Source: an optimization exercise on an open RTL-to-GDS flow (aim: small area, a short achievable clock period and few clock cycles per item). Production flows keep margins and buffers that such runs may drop.
In this exercise RTL edits were held to simulation tests only and were not proved equivalent to the original.
No activity file was given, so power comes from the tool's default toggle rates.

### design/flow/run.sh
#!/bin/bash
# synth_recipe.tcl (not shown) runs the flow's synth.tcl, then flattens the netlist and writes it again
# the make line also repeats each setting of config.mk as NAME=value (left out here)
make -C /OpenROAD-flow-scripts/flow DESIGN_CONFIG=/design/flow/config.mk WORK_HOME=/design/flow/orfs CLKGATE_MAP_FILE= SYNTH_SCRIPT=/design/flow/synth_recipe.tcl finish
### design/flow/constraint.sdc
create_clock -name core_clock -period 13.5 [get_ports {clk_i}]
set_input_delay 2.7000 -clock core_clock [delete_from_list [all_inputs] [get_ports {clk_i}]]
set_output_delay 2.7000 -clock core_clock [all_outputs]
set_load 0.01 [all_outputs]
### design/flow/design.v
module muldiv_iter #(
  parameter int unsigned XLEN          = 32,
  parameter int unsigned MUL_ITERATIVE = 0
) (
  input  logic            clk_i,
  input  logic            rst_ni,
  input  logic            valid_i,
  output logic            ready_o,
  input  logic [2:0]      op_i,
  input  logic [XLEN-1:0] a_i,
  input  logic [XLEN-1:0] b_i,
  input  logic            kill_i,
  output logic            valid_o,
  input  logic            ready_i,
  output logic [XLEN-1:0] result_o,
  output logic            busy_o
);
  localparam logic [1:0] S_IDLE = 2'd0;
  localparam logic [1:0] S_PREP = 2'd1;
  localparam logic [1:0] S_ITER = 2'd2;
  localparam logic [1:0] S_FIN  = 2'd3;
  logic [1:0]  st_q, st_d;
  logic        rv_q, rv_d;
  logic        ld_q, ld_d;        
  logic        busy_q, busy_d;
  logic [2:0]  op_q;
  logic [34:0] acc_q, acc_d;
  logic [31:0] lo_q, lo_d;
  logic [33:0] bm_q, bm_d;
  logic [4:0]  cnt_q, cnt_d;
  logic        last_q, last_d;    
  logic [1:0]  cls_q, cls_d;      
  logic        k17_q, k17_d;      
  logic [5:0]  bo_q, bo_d;        
  logic        dfin_q, dfin_d;    
  logic        aneg_q, bneg_q, negq_q;
  logic [5:0]  la_q, lb_q;
  logic [31:0] res_q, res_d;
  logic        c_xen_q, c_xinv_q, c_kc_q, c_m_q, c_2m_q, c_lo_q, c_2lo_q, c_sx_q;
  logic        c_inv0_q, c_one1_q, c_two1_q, c_lo1_q, c_2lo1_q, c_neg1_q;
  logic        swp_q, swp_d;      
  logic        c_xen, c_xinv, c_kc, c_m, c_2m, c_lo, c_2lo, c_sx;
  logic        c_inv0, c_one1, c_two1, c_lo1, c_2lo1, c_neg1;
  function automatic logic [5:0] lzc32(input logic [31:0] x);
    logic [7:0]  z4;
    logic [15:0] c4;
    logic [3:0]  z8;
    logic [11:0] c8;
    logic [1:0]  z16;
    logic [7:0]  c16;
    logic        z32;
    logic [4:0]  c32;
    for (int i = 0; i < 8; i++) begin
      z4[i] = (x[4*i+3 -: 4] == 4'd0);
      c4[2*i +: 2] = x[4*i+3] ? 2'd0 : x[4*i+2] ? 2'd1 : x[4*i+1] ? 2'd2 : 2'd3;
    end
    for (int i = 0; i < 4; i++) begin
      z8[i] = z4[2*i+1] & z4[2*i];
      c8[3*i +: 3] = z4[2*i+1] ? {1'b1, c4[4*i +: 2]} : {1'b0, c4[4*i+2 +: 2]};
    end
    for (int i = 0; i < 2; i++) begin
      z16[i] = z8[2*i+1] & z8[2*i];
      c16[4*i +: 4] = z8[2*i+1] ? {1'b1, c8[6*i +: 3]} : {1'b0, c8[6*i+3 +: 3]};
    end
    z32 = z16[1] & z16[0];
    c32 = z16[1] ? {1'b1, c16[3:0]} : {1'b0, c16[7:4]};
    lzc32 = z32 ? 6'd32 : {1'b0, c32};
  endfunction
  function automatic logic [2:0] bdec(input logic [2:0] t);
    bdec[0] = t[1] ^ t[0];
    bdec[1] = (t[2] & ~t[1] & ~t[0]) | (~t[2] & t[1] & t[0]);
    bdec[2] = t[2];
  endfunction
  logic fin_go;       
  logic dir_go;       
  logic stall;        
  logic ld;
  assign fin_go = (st_q == S_FIN) & ~rv_q;
  assign dir_go = (st_q == S_ITER) & last_q & ~rv_q & ~dfin_q;
  assign stall  = (st_q == S_ITER) & last_q & rv_q & ~dfin_q;
  assign ld     = ld_q;     
  logic        sgn_a_in, sgn_b_in, ext_a, ext_b;
  logic        a8, a16, a32, b8, b16, b32, a_nar;
  logic [1:0]  cmin;
  logic        sel_a;
  logic        swp;
  logic [5:0]  bo_a, bo_b;
  logic        aneg_in, bneg_in;
  logic [5:0]  la_in, lb_in;
  always_comb begin
    sgn_a_in = (op_i != 3'd3) & (op_i != 3'd5) & (op_i != 3'd7);
    sgn_b_in = (op_i == 3'd0) | (op_i == 3'd1) | (op_i == 3'd4) | (op_i == 3'd6);
    ext_a    = sgn_a_in & a_i[31];
    ext_b    = sgn_b_in & b_i[31];
    a8  = (sgn_a_in & (&a_i[31:7]))  | ~(|a_i[31:7]);
    a16 = (sgn_a_in & (&a_i[31:15])) | ~(|a_i[31:15]);
    a32 = sgn_a_in | ~a_i[31];
    b8  = (sgn_b_in & (&b_i[31:7]))  | ~(|b_i[31:7]);
    b16 = (sgn_b_in & (&b_i[31:15])) | ~(|b_i[31:15]);
    b32 = sgn_b_in | ~b_i[31];
    a_nar = (a8 & ~b8) | (a16 & ~b16) | (a32 & ~b32);
    sel_a = op_i[2] | a_nar;
    swp   = ld & ~sel_a;
    if (a_nar) cmin = a8 ? 2'd0 : a16 ? 2'd1 : 2'd2;
    else       cmin = b8 ? 2'd0 : b16 ? 2'd1 : b32 ? 2'd2 : 2'd3;
    bo_a  = {bdec(a_i[3:1]), bdec({a_i[1:0], 1'b0})};
    bo_b  = {bdec(b_i[3:1]), bdec({b_i[1:0], 1'b0})};
    aneg_in = ~op_i[0] & a_i[31];
    bneg_in = ~op_i[0] & b_i[31];
    la_in   = lzc32(a_i ^ {32{aneg_in}});
    lb_in   = lzc32(b_i ^ {32{bneg_in}});
    if (lb_in[5] && bneg_in) lb_in = 6'd31;
  end
  logic        sdiv;
  logic        aneg_p, bneg_p;
  logic [6:0]  sh;
  logic        b0_p, qz_p;
  always_comb begin
    sdiv   = ~op_q[0];
    aneg_p = sdiv & lo_q[31];
    bneg_p = sdiv & bm_q[31];
    b0_p   = lb_q[5];
    sh     = {1'b0, lb_q} + {6'd0, aneg_p} - {1'b0, la_q};
    qz_p   = sh[6];
  end
  logic        inv0, inv1, k0, k1, kc, kcin;
  logic [34:0] x, y0, y1, bmx, lox;
  logic [36:0] r0, r1, r2, cs_s, cs_c;
  logic [37:0] fsum;
  logic [36:0] full;
  logic [34:0] sum;
  assign bmx = {bm_q[33], bm_q};
  assign lox = {{3{c_sx_q & lo_q[31]}}, lo_q};
  always_comb begin
    y0   = ({35{c_m_q}} & bmx) |
           ({35{c_2m_q}} & {bm_q, 1'b0}) |
           ({35{c_lo_q}} & lox) |
           ({35{c_2lo_q}} & {lox[33:0], 1'b0});
    inv0 = c_inv0_q;
    y1   = ({35{c_one1_q}} & bmx) | ({35{c_two1_q}} & {bm_q, 1'b0}) |
           ({35{c_lo1_q}} & lox) | ({35{c_2lo1_q}} & {lox[33:0], 1'b0});
    inv1 = c_neg1_q;
    k0   = inv0;
    k1   = inv1;
    kcin = inv1;
    kc   = c_kc_q;
    x    = (acc_q & {35{c_xen_q}}) ^ {35{c_xinv_q}};
    r0   = {{2{x[34]}}, x};
    r1   = {{2{y0[34] ^ inv0}}, y0 ^ {35{inv0}}};
    r2   = {y1[34:0] ^ {35{inv1}}, k1, k0};
    cs_s = r0 ^ r1 ^ r2;
    cs_c = (r0 & r1) | (r0 & r2) | (r1 & r2);
    fsum = {cs_s, 1'b1} + {cs_c[35:0], kc, kcin};
    full = fsum[37:1];
    sum  = full[34:0];
  end
  always_comb begin
    res_d = sum[31:0];
    if (st_q == S_ITER && !k17_q) begin
      if (op_q[2]) begin
        res_d = {lo_q[30:0], ~sum[34]};
      end else if (op_q == 3'd0) begin
        case (cls_q)
          2'd0:    res_d = {full[27:0], lo_q[31:28]};
          2'd1:    res_d = {full[19:0], lo_q[31:20]};
          default: res_d = {full[3:0],  lo_q[31:4]};
        endcase
      end else begin
        case (cls_q)
          2'd0:    res_d = {{23{full[36]}}, full[36:28]};
          2'd1:    res_d = {{15{full[36]}}, full[36:20]};
          default: res_d = full[35:4];
        endcase
      end
    end
  end
  always_comb begin
    acc_d  = acc_q;
    lo_d   = lo_q;
    bm_d   = bm_q;
    cnt_d  = cnt_q;
    cls_d  = cls_q;
    st_d   = st_q;
    last_d = last_q;
    k17_d  = k17_q;
    bo_d   = bo_q;
    swp_d  = 1'b0;
    dfin_d = dfin_q;
    case (st_q)
      S_PREP: begin
        acc_d  = sum;
        lo_d   = {32{b0_p}};
        bm_d   = bm_q << sh[4:0];
        cnt_d  = sh[4:0];
        last_d = (sh[4:0] == 5'd0);
        dfin_d = op_q[1] | ((aneg_p ^ bneg_p) & ~b0_p);
        st_d   = (b0_p | qz_p) ? S_FIN : S_ITER;
      end
      S_ITER: begin
        if (!stall) begin
          cnt_d  = cnt_q - 5'd1;
          last_d = (cnt_q == 5'd1);
          if (last_q) st_d = dfin_q ? S_FIN : S_IDLE;
          if (op_q[2]) begin
            acc_d = sum;
            lo_d  = {lo_q[30:0], ~sum[34]};
            if (!last_q) bm_d = {bm_q[33], bm_q[33:1]};
          end else if (k17_q) begin
            acc_d = sum;
          end else if (swp_q) begin
            acc_d = {{2{full[36]}}, full[36:4]};
            lo_d  = {full[3:0], bm_q[31:4]};
            bm_d  = lox[33:0];
            bo_d  = {bdec(bm_q[7:5]), bdec(bm_q[5:3])};
          end else begin
            acc_d = {{2{full[36]}}, full[36:4]};
            lo_d  = {full[3:0], lo_q[31:4]};
            if (cls_q == 2'd3 && cnt_q == 5'd1) begin
              k17_d = 1'b1;
              bo_d  = 6'b000_001;
            end else begin
              bo_d  = {bdec(lo_q[7:5]), bdec(lo_q[5:3])};
            end
          end
        end
      end
      S_FIN: begin
        if (!rv_q) st_d = S_IDLE;
      end
      default: ;
    endcase
    if (ld) begin
      acc_d  = '0;
      lo_d   = a_i;
      bm_d   = {{2{ext_b}}, b_i};
      bo_d   = bo_a;
      swp_d  = ~sel_a;
      last_d = 1'b0;
      k17_d  = 1'b0;
      dfin_d = 1'b0;
      cls_d  = cmin;
      case (cmin)
        2'd0:    cnt_d = 5'd1;
        2'd1:    cnt_d = 5'd3;
        2'd2:    cnt_d = 5'd7;
        default: cnt_d = 5'd8;
      endcase
      st_d = (valid_i & ~kill_i) ? (op_i[2] ? S_PREP : S_ITER) : S_IDLE;
    end
    if (kill_i) st_d = S_IDLE;
  end
  logic [2:0] op_n;
  logic       aneg_n, bneg_n, negq_n;
  always_comb begin
    op_n   = ld ? op_i : op_q;
    aneg_n = (st_q == S_PREP) ? aneg_p : aneg_q;
    bneg_n = (st_q == S_PREP) ? bneg_p : bneg_q;
    negq_n = (st_q == S_PREP) ? ((aneg_p ^ bneg_p) & ~b0_p) : negq_q;
    c_xen  = 1'b0;
    c_xinv = 1'b0;
    c_kc   = 1'b0;
    c_m    = 1'b0;
    c_2m   = 1'b0;
    c_lo   = 1'b0;
    c_2lo  = 1'b0;
    c_lo1  = 1'b0;
    c_2lo1 = 1'b0;
    c_sx   = 1'b0;
    c_inv0 = 1'b0;
    c_one1 = 1'b0;
    c_two1 = 1'b0;
    c_neg1 = 1'b0;
    case (st_d)
      S_PREP: begin
        c_lo   = 1'b1;
        c_sx   = aneg_in;
        c_inv0 = aneg_in;
      end
      S_ITER: begin
        c_xen = 1'b1;
        if (op_n[2]) begin
          c_m    = 1'b1;
          c_inv0 = ~bneg_n ^ ((st_q == S_ITER) & sum[34]);
        end else begin
          if (swp) begin
            c_lo   = bo_b[0];
            c_2lo  = bo_b[1];
            c_inv0 = bo_b[2];
            c_lo1  = bo_b[3];
            c_2lo1 = bo_b[4];
            c_neg1 = bo_b[5];
            c_kc   = bo_b[5];
            c_sx   = sgn_a_in;
          end else begin
            c_m    = bo_d[0];
            c_2m   = bo_d[1];
            c_inv0 = bo_d[2];
            c_one1 = bo_d[3];
            c_two1 = bo_d[4];
            c_neg1 = bo_d[5];
            c_kc   = bo_d[5];
          end
        end
      end
      S_FIN: begin
        if (op_n[1]) begin
          c_xen  = 1'b1;
          c_xinv = aneg_n;
          c_kc   = aneg_n;
          c_m    = (st_q == S_ITER) & sum[34];
          c_inv0 = (st_q == S_ITER) & sum[34] & (aneg_n ^ bneg_n);
        end else begin
          c_lo   = 1'b1;
          c_inv0 = negq_n;
        end
      end
      default: ;
    endcase
    if (stall || (st_q == S_FIN && rv_q)) begin
      c_xen  = c_xen_q;
      c_xinv = c_xinv_q;
      c_kc   = c_kc_q;
      c_m    = c_m_q;
      c_2m   = c_2m_q;
      c_lo   = c_lo_q;
      c_2lo  = c_2lo_q;
      c_lo1  = c_lo1_q;
      c_2lo1 = c_2lo1_q;
      c_sx   = c_sx_q;
      c_inv0 = c_inv0_q;
      c_one1 = c_one1_q;
      c_two1 = c_two1_q;
      c_neg1 = c_neg1_q;
    end
  end
  always_comb begin
    rv_d = rv_q;
    if (ready_i)         rv_d = 1'b0;
    if (fin_go | dir_go) rv_d = 1'b1;
    if (kill_i)          rv_d = 1'b0;
    ld_d   = (st_d == S_IDLE) | ((st_d == S_FIN) & ~rv_d) |
             ((st_d == S_ITER) & last_d & ~rv_d & ~dfin_d);
    busy_d = (st_d != S_IDLE) | rv_d;
  end
  always_ff @(posedge clk_i) begin
    if (!rst_ni) begin
      st_q   <= S_IDLE;
      rv_q   <= 1'b0;
      ld_q   <= 1'b1;
      busy_q <= 1'b0;
    end else begin
      st_q   <= st_d;
      rv_q   <= rv_d;
      ld_q   <= ld_d;
      busy_q <= busy_d;
    end
  end
  always_ff @(posedge clk_i) begin
    acc_q  <= acc_d;
    lo_q   <= lo_d;
    bm_q   <= bm_d;
    swp_q  <= swp_d;
    cnt_q  <= cnt_d;
    cls_q  <= cls_d;
    last_q <= last_d;
    k17_q  <= k17_d;
    bo_q   <= bo_d;
    dfin_q <= dfin_d;
    c_xen_q  <= c_xen;
    c_xinv_q <= c_xinv;
    c_kc_q   <= c_kc;
    c_m_q    <= c_m;
    c_2m_q   <= c_2m;
    c_lo_q   <= c_lo;
    c_2lo_q  <= c_2lo;
    c_lo1_q  <= c_lo1;
    c_2lo1_q <= c_2lo1;
    c_sx_q   <= c_sx;
    c_inv0_q <= c_inv0;
    c_one1_q <= c_one1;
    c_two1_q <= c_two1;
    c_neg1_q <= c_neg1;
    if (ld) begin
      op_q <= op_i;
      la_q <= la_in;
      lb_q <= lb_in;
    end
    if (st_q == S_PREP) begin
      aneg_q <= aneg_p;
      bneg_q <= bneg_p;
      negq_q <= (aneg_p ^ bneg_p) & ~b0_p;
    end
    if (fin_go | dir_go) res_q <= res_d;
  end
  assign ready_o  = ld_q;
  assign valid_o  = rv_q;
  assign busy_o   = busy_q;
  assign result_o = res_q;
endmodule
### design/flow/config.mk
export PLATFORM = sky130hd
export DESIGN_NAME = muldiv_iter
export DESIGN_NICKNAME = muldiv_iter
export VERILOG_FILES = /design/flow/design.v
export SDC_FILE = /design/flow/constraint.sdc
export NUM_CORES = 4
export LEC_CHECK = 0
export CAP_MARGIN = 40
export CORE_MARGIN = 2
export CORE_UTILIZATION = 40
export SLEW_MARGIN = 40
==> results of run 1 <==
cells in the final DEF, fill, tap and decap left out, types with 21 or more instances in the layout:
cell type / n
nand2_1: 264
nor2_1: 233
a21oi_1: 213
o21ai_0: 165
inv_1: 134
edfxtp_1: 132
a221oi_1: 112
clkdlybuf4s50_1: 106
mux2i_1: 99
xnor2_1: 98
a22o_1: 62
nor3_1: 61
ha_1: 61
buf_4: 58
nand3_1: 52
dfxtp_1: 52
xor2_1: 42
a211oi_1: 42
a21o_1: 41
fa_1: 36
a31oi_1: 30
nand2b_1: 28
nand4_1: 27
a311oi_1: 25
mux2_2: 24
o211ai_1: 22
or3_1: 21
worst paths after layout:
path | startpoint | to | slack [ns] | depth (start not counted)
setup reg to reg | c_neg1_q | res_q[4] | 7.42 | 16
hold / removal | acc_q[16] | acc_q[16] | 0.46 | 2
hold reg to reg | acc_q[16] | acc_q[16] | 0.46 | 2
setup / recovery | c_neg1_q | res_q[4] | 7.42 | 16
worst max-delay path: cells and delay by family (launching register included):
kind                     cells  cell delay (ns)
AO/OA/AOI/OAI                7             2.15
XOR/XNOR                     2             0.50
adder cells (fa/ha/maj)      2             0.90
buffers and inverters        4             1.37
flip-flops                   1             0.71
AND/OR/NAND/NOR              1             0.12
per-stage QoR:
step | util, % | power [mW]
2_1_floorplan | - | 1.45
3_3_place_gp | 43.0 | 1.85
3_5_place_dp | 43.2 | 1.85
4_1_cts | 44.4 | 2.39
5_1_grt | 44.4 | 2.52
6_report | 44.4 | 2.42
area by class of cell:
cell class	count	area [µm²]
multi-input cells	2051	14100
inverters	139	522
diodes	3	7.51
flip-flops and latches	187	5070
clock buffers	21	503
well taps	680	851
fillers	5157	28300
repair buffers	166	1520
clock inverters	11	92.6
routing by layer:
| metal | vias up | part of all wire, % |
|---|---|---|
| met3 | 297 | 9.2 |
| met5 | - | 0 |
| li1 | 9553 | - |
| met4 | 0 | 7.9 |
| met1 | 10300 | 39 |
| met2 | 1304 | 44 |
synthesized netlist by cell type (27+ instances only):
library cell,instances
xnor2_1,105
a21o_1,41
mux2i_1,99
a21oi_1,213
xor2_1,45
nor3_1,62
a221oi_1,112
buf_1,30
edfxtp_1,132
clkbuf_1,216
o21ai_0,166
nor2_1,238
dfxtp_1,55
nand4_1,27
a31oi_1,30
nand3_1,52
a211oi_1,43
fa_1,37
inv_1,134
ha_1,62
nand2_1,264
a22o_1,62
nand2b_1,29
registers in the layout, summed over array words and instances (netlist names), 2 cells and up:
signal / cells
acc_q: 35
bo_q: 6
lo_q: 32
la_q: 6
op_q: 3
st_q: 2
cls_q: 2
lb_q: 6
cnt_q: 5
bm_q: 34
res_q: 32
power by group through the flow:
stage	Combinational, mW	Clock, mW	Sequential [mW]
detailed placement	1.03	0	0.820
finish	1.07	0.535	0.819
global placement	1.03	0	0.818
CTS	1.04	0.543	0.807
global route	1.14	0.562	0.815
floorplan	0.752	0	0.699
cells by family (layout without fill, tap and decap cells):
logic type / after synthesis / in the layout / share of synthesized area, %
AOI/OAI and AO/OA: 873 / 873 / 29.2
xor gates and xnor gates: 150 / 150 / 6.40
adders and majority gates: 99 / 99 / 7.38
buffers and inverters: 401 / 337 / 7.46
DFF: 187 / 187 / 24.7
muxes: 132 / 132 / 7.07
other: 0 / 3 / 0
and+or+nand+nor: 797 / 797 / 17.8
==> impl_metrics.ini, run 1 <==
[outcome]
status = no timing/DRC/antenna violations

[pwr]
power.share.sequential_pct = 33.8
irDropWorstVdd_v = 0.000220
power_frac_clock_pct = 22.0
power_density_nw_per_um2 = 107
power.internal_mw = 1.32
switching_share_pct = 45.7
p_switching_mw = 1.11
power.share.combinational_pct = 44.2
power.leakage_nw = 8.69

[sta]
grt_setup_unrepaired = no
clock.fmax_mhz = 165
tns_ns = 0
final.period_utilization_pct = 45.0
timing.final.max_slew_violations = 0
hold_slack_ns = 0.458
setup_ws_ns = 7.42
setup_viol_count_final = 0
actual_transition_at_the_worst_max_transition_pin_ns = 0.911
slew_headroom_pct = 38.9
hold_violations = 0
clock-skew-final_ns = 0.0151
period_minus_slack_ns = 6.08

[flow_run]
max-cap-violations = 0

[placement]
placed_cells = 3222
place_congestion = 0.991
place.port_buffers = 106
placement.setup.worst_slack_ns = 7.53
postPlaceCellArea_um2 = 22000
place.detailed.hpwl_um = 65400

[synth]
synth_enable_flop_cells = 132
synth_seq_area_share_pct = 24.7
syn_area_um2 = 20500
synth.distinct_cells = 93
syn-mean-instance-area_um2 = 7.78
synthesis.instances = 2639
synth_flop_cell = edfxtp_1
yosysWarningCount = 1
ys_async_sr_fraction_pct = 0
yosys.area.top_type_share_pct = 19.3
yosys-top-cells-area = edfxtp_1, dfxtp_1, a21oi_1, mux2i_1, nand2_1
ys_ff_latch = 187
synthDominantAreaCellType = edfxtp_1
syn-num-nets = 2810

[clock_tree]
cts_buffer_depth = 2
ctsHoldBuffers = 0
h-tree-depth = 4
clock_pin_transition_on_the_worst_setup_and_hold_timing_paths_ns = 0.08
cts.repair_timing.setup_buffer_count = 0
post_cts_resized = 0
clockRootBuffer = clkbuf_16
insertion_delay_ns = 0.51
cts_tree = built
numCtsBuffers = 17
numClockSinks = 187

[final_layout]
final-instance-count-excl-fill = 3258
finalNetCount = 2733
layout-drive-gt1-share_pct = 6.83
flow.area_growth_from_synthesis_pct = 10.3
finish.instance_area_um2 = 22600

[floorplan]
core_area_um2 = 51000
start_util_pct = 40.3
die_area_um2 = 53200
chipHeight_um = 231
io-pin-count = 107
floorplan.die.width_um = 231
fp_rows = 83

[route]
drc_marker_count_from_the_first_detailed_route_iteration = 3043
wirelength_um = 90200
first_pass_iters = 8
vias_per_cell = 6.57
antenna_left = 0
drt_drc_violations_left = 0
per_cell_routed_wire_length_um = 27.7
detailroute.via_count = 21400

[global_routing]
grtUsageTotal_pct = 33.3
grt_first_pass_wirelength_um = 132000
antenna_found_initial = 1
gr-usage-met3_pct = 7.19
grt_overflow = 0
grt_use_met1_pct = 41.8
pin_count_of_the_biggest_net_entering_global_routing = 91
number_of_global_route_vias_before_repair = 20300
grt.busiest_layer = met2
met2_usage_pct = 50.6

[worst_setup_path]
crit_path_max_incr_delay_ns = 0.71
critical_path.endpoint_type = flip-flop
worstPathRequired_ns = 13.71
crit_slowest_cell = edfxtp_1
critPathLaunchType = flip-flop
crit_path_max_fanout = 21
critical_path_class = flip-flop to flip-flop
crit_chain = clkinv_1, buf_4, xnor2_1, fa_1, inv_1, ha_1, a21o_1, a21oi_1, a21oi_1, o31a_1, nor2_1, xor2_1, buf_4, o21ai_0, a221oi_1, o31ai_1
worst_ep_arrival_time_ns = 6.29

[worst_hold_path]
hp-class = flip-flop to flip-flop
Testbench counts, summed over its fixed seeds: cycles 49,800, items 8,000.
==> run 2, diff against run 1 <==
==> design/flow/flow/run.sh (new file) <==
#!/bin/bash
set -euo pipefail
export SETUP_SLACK_MARGIN=9.0
bash standard.sh > standard.log 2>&1
==> design/flow/standard.sh (new file) <==
#!/bin/bash
# synth_recipe.tcl (not shown) runs the flow's synth.tcl, then flattens the netlist and writes it again
# the make line also repeats each setting of config.mk as NAME=value (left out here)
make -C /OpenROAD-flow-scripts/flow DESIGN_CONFIG=/design/flow/config.mk WORK_HOME=/design/flow/orfs CLKGATE_MAP_FILE= SYNTH_SCRIPT=/design/flow/synth_recipe.tcl "${@:-finish}"
removed: design/flow/run.sh
==> run 2 against run 1 <==
First-iteration DRC count down 5.8%. Clock-buffer cell count down 3. Clock power down 2%. Synthesized cell count unchanged. Register-to-register slack better by 1.4 ns. Still clean. Routed wire length up 9.4%.
==> impl_metrics.ini, run 2 <==
[outcome]
status = no timing/DRC/antenna violations

[pwr]
power_density_nw_per_um2 = 101
power.leakage_nw = 10.1
irDropWorstVdd_v = 0.000142

[worst_setup_path]
critPathLaunchType = flip-flop
critical_path_class = flip-flop to flip-flop
worst_ep_arrival_time_ns = 5.03
critical_path.endpoint_type = flip-flop
crit_slowest_cell = edfxtp_1
worstReg2RegStart = lo_q[7]
worstPathRequired_ns = 13.82
worst-r2r-setup-slack_ns = 8.79
crit_chain = buf_6, a22o_1, a221oi_2, xnor2_2, fa_1, ha_4, nand4_1, or2_4, a21o_4, and3_4, o311ai_4, nand4_1, nand3_1, a21oi_1, o21ai_0
critPathLaunch = lo_q[7]
crit_path_max_fanout = 6
crit_top_cell = nand4_1
crit_path_max_incr_delay_ns = 0.53

[global_routing]
antenna_found_initial = 0
grt_overflow = 0
grt_first_pass_wirelength_um = 141000
pin_count_of_the_biggest_net_entering_global_routing = 91
number_of_global_route_vias_before_repair = 21300
grtUsageTotal_pct = 35.7

[final_layout]
antennaDiodeCount = 0
flow.area_growth_from_synthesis_pct = 25.9
most-common-layout-cells = nand2_1, nor2_1, a21oi_1
finish.instance_area_um2 = 25800
layout-drive-gt1-share_pct = 22.0
number_of_flip_flops_in_the_largest_register = 35
top_regs = acc_q: 35 flops, bm_q: 34 flops
mostFrequentLayoutCell = nand2_1
registers.top_by_ff_count = acc_q
finalNetCount = 2875

[clock_tree]
ctsHoldBuffers = 0
clock_pin_transition_on_the_worst_setup_and_hold_timing_paths_ns = 0.07
numCtsBuffers = 17
insertion_delay_ns = 0.52
numClockSinks = 187
h-tree-depth = 4
cts_tree = built
clockRootBuffer = clkbuf_16
cts_buffer_depth = 2

[route]
drt_drc_violations_left = 0
wirelength_um = 98700
detailroute.via_count = 22700
per_cell_routed_wire_length_um = 29.1
antenna_left = 0
drc_marker_count_from_the_first_detailed_route_iteration = 2865
vias_per_cell = 6.69
first_pass_iters = 7

[synth]
synth_enable_flop_cells = 132
synthMostInstantiatedCell = nand2_1
syn-mean-instance-area_um2 = 7.78
yosys.area.top_type_share_pct = 19.3
yosys-top-cells-area = edfxtp_1, dfxtp_1, a21oi_1, mux2i_1, nand2_1
ys_ff_latch = 187
yosysWarningCount = 1
synth_flop_cell = edfxtp_1
synthDominantAreaCellType = edfxtp_1
synth.distinct_cells = 93
ys_async_sr_fraction_pct = 0
synth_seq_area_share_pct = 24.7
syn_area_um2 = 20500
synthesis.instances = 2639
syn-num-nets = 2810
ys_top_cells_by_count = nand2_1, nor2_1, clkbuf_1

[floorplan]
chipHeight_um = 231
die_area_um2 = 53200
core_area_um2 = 51000
floorplan.die.width_um = 231
io-pin-count = 107
fp_rows = 83
start_util_pct = 40.3

[placement]
place_congestion = 0.978
placement.setup.worst_slack_ns = 7.60
postPlaceCellArea_um2 = 22100
place.detailed.hpwl_um = 66700
place.port_buffers = 106

[sta]
setup_viol_count_final = 0
hold_violations = 0
hold_slack_ns = 0.471
grt_setup_unrepaired = yes
timing.final.max_slew_violations = 0
setup_ws_ns = 8.79
slew_headroom_pct = 25.4
final.period_utilization_pct = 34.9
tns_ns = 0
clock-skew-final_ns = 0.0217
period_minus_slack_ns = 4.71
actual_transition_at_the_worst_max_transition_pin_ns = 1.11
clock.fmax_mhz = 212

[worst_hold_path]
worst_hold_startpoint = acc_q[16]
hp-class = flip-flop to flip-flop

[flow_run]
max-cap-violations = 0
## run 2: stage by stage
stage               instances  total power [mW]  utilization, %
CTS                      3348              2.48            48.1
global placement         3228              1.85            43.3
global route             3396              2.68            50.7
finish                   3396              2.61            50.7
floorplan                2639              1.45               -
detailed placement       3229              1.87            43.4
## run 2: cell families after synthesis
| group | Yosys count | share of synthesized area (%) |
|---|---|---|
| simple gates | 797 | 17.8 |
| mux | 132 | 7.07 |
| buf+inv | 401 | 7.46 |
| xor+xnor | 150 | 6.40 |
| compound gates | 873 | 29.2 |
| flops | 187 | 24.7 |
| fa+ha+maj | 99 | 7.38 |
## run 2: worst paths after layout
check	to	depth (start not counted)
worst min register to register	acc_q[16]	2
worst max register to register	res_q[16]	15
worst min-delay path	acc_q[16]	2
worst max-delay path	res_q[16]	15
## run 2: area by class of cell
class	instances	area (µm²)
fillers	4832	25100
clock buffers	18	429
clock inverters	13	141
repair buffers	307	2740
inverters	139	523
multi-input cells	2052	16100
well taps	680	851
flip-flops and latches	187	5070
## run 2: timing repair
action | 4_1_cts | 5_1_grt
cloned | 2 | 3
endpoints found under the setup margin | 92 | 77
gates resized for setup | 308 | 244
pin swaps | 66 | 115
buffers inserted | 86 | 45
## run 2: where the power goes
part	switching (mW)	internal, mW	leakage, nW
combinational	0.820	0.467	7.97
sequential	0.121	0.671	1.81
clock	0.254	0.272	0.270
## run 2: critical path, delay by kind of cell (launching register included)
| kind | cells | cell delay, ns |
|---|---|---|
| xor+xnor | 1 | 0.18 |
| simple gates | 5 | 1.23 |
| buf+inv | 1 | 0.18 |
| flops | 1 | 0.53 |
| compound gates | 6 | 1.55 |
| fa+ha+maj | 2 | 0.84 |
## run 2: layer usage
layer / GRT usage (%) / vias up / routed length (µm)
met5: 0 / - / 0
met2: 54.7 / 1563 / 42600
met1: 44.7 / 10900 / 37200
li1: - / 9851 / -
met4: 25.8 / 0 / 8580
met3: 7.46 / 404 / 10300

==> port drivers added, routing unchanged <==
The results above use ideal ports. As a check the final layouts listed here were re-extracted and re-timed, cells and wires unchanged. Step 1: set_driving_cell puts a clkbuf_16 on clk_i and a buf_2 on each other input, an assumption about the parent block. Step 2 moves the port delays by t, midway between the first and last clock arrival at a register: inputs arrive t later, outputs are due t later. That takes back most of the time a late clock gives input paths. a / b / c = no drivers / after step 1 / after step 2; a / b = the first two.
| run | t (ns) | setup slack, ns | slew at the worst register clock pin (ns) | worst slew at a driven data input, ns |
|---|---|---|---|---|
| run 1 | 0.561 | 7.422 / 7.422 / 7.422 | 0.08 / 0.08 | 0.04 |
| run 2 | 0.564 | 8.790 / 8.790 / 8.512 | 0.08 / 0.08 | 0.05 |
After both steps every run listed still meets setup and hold. The setup slack of run 2, which loses most, moves by 0.000 ns with the drivers and by -0.278 ns with both steps.
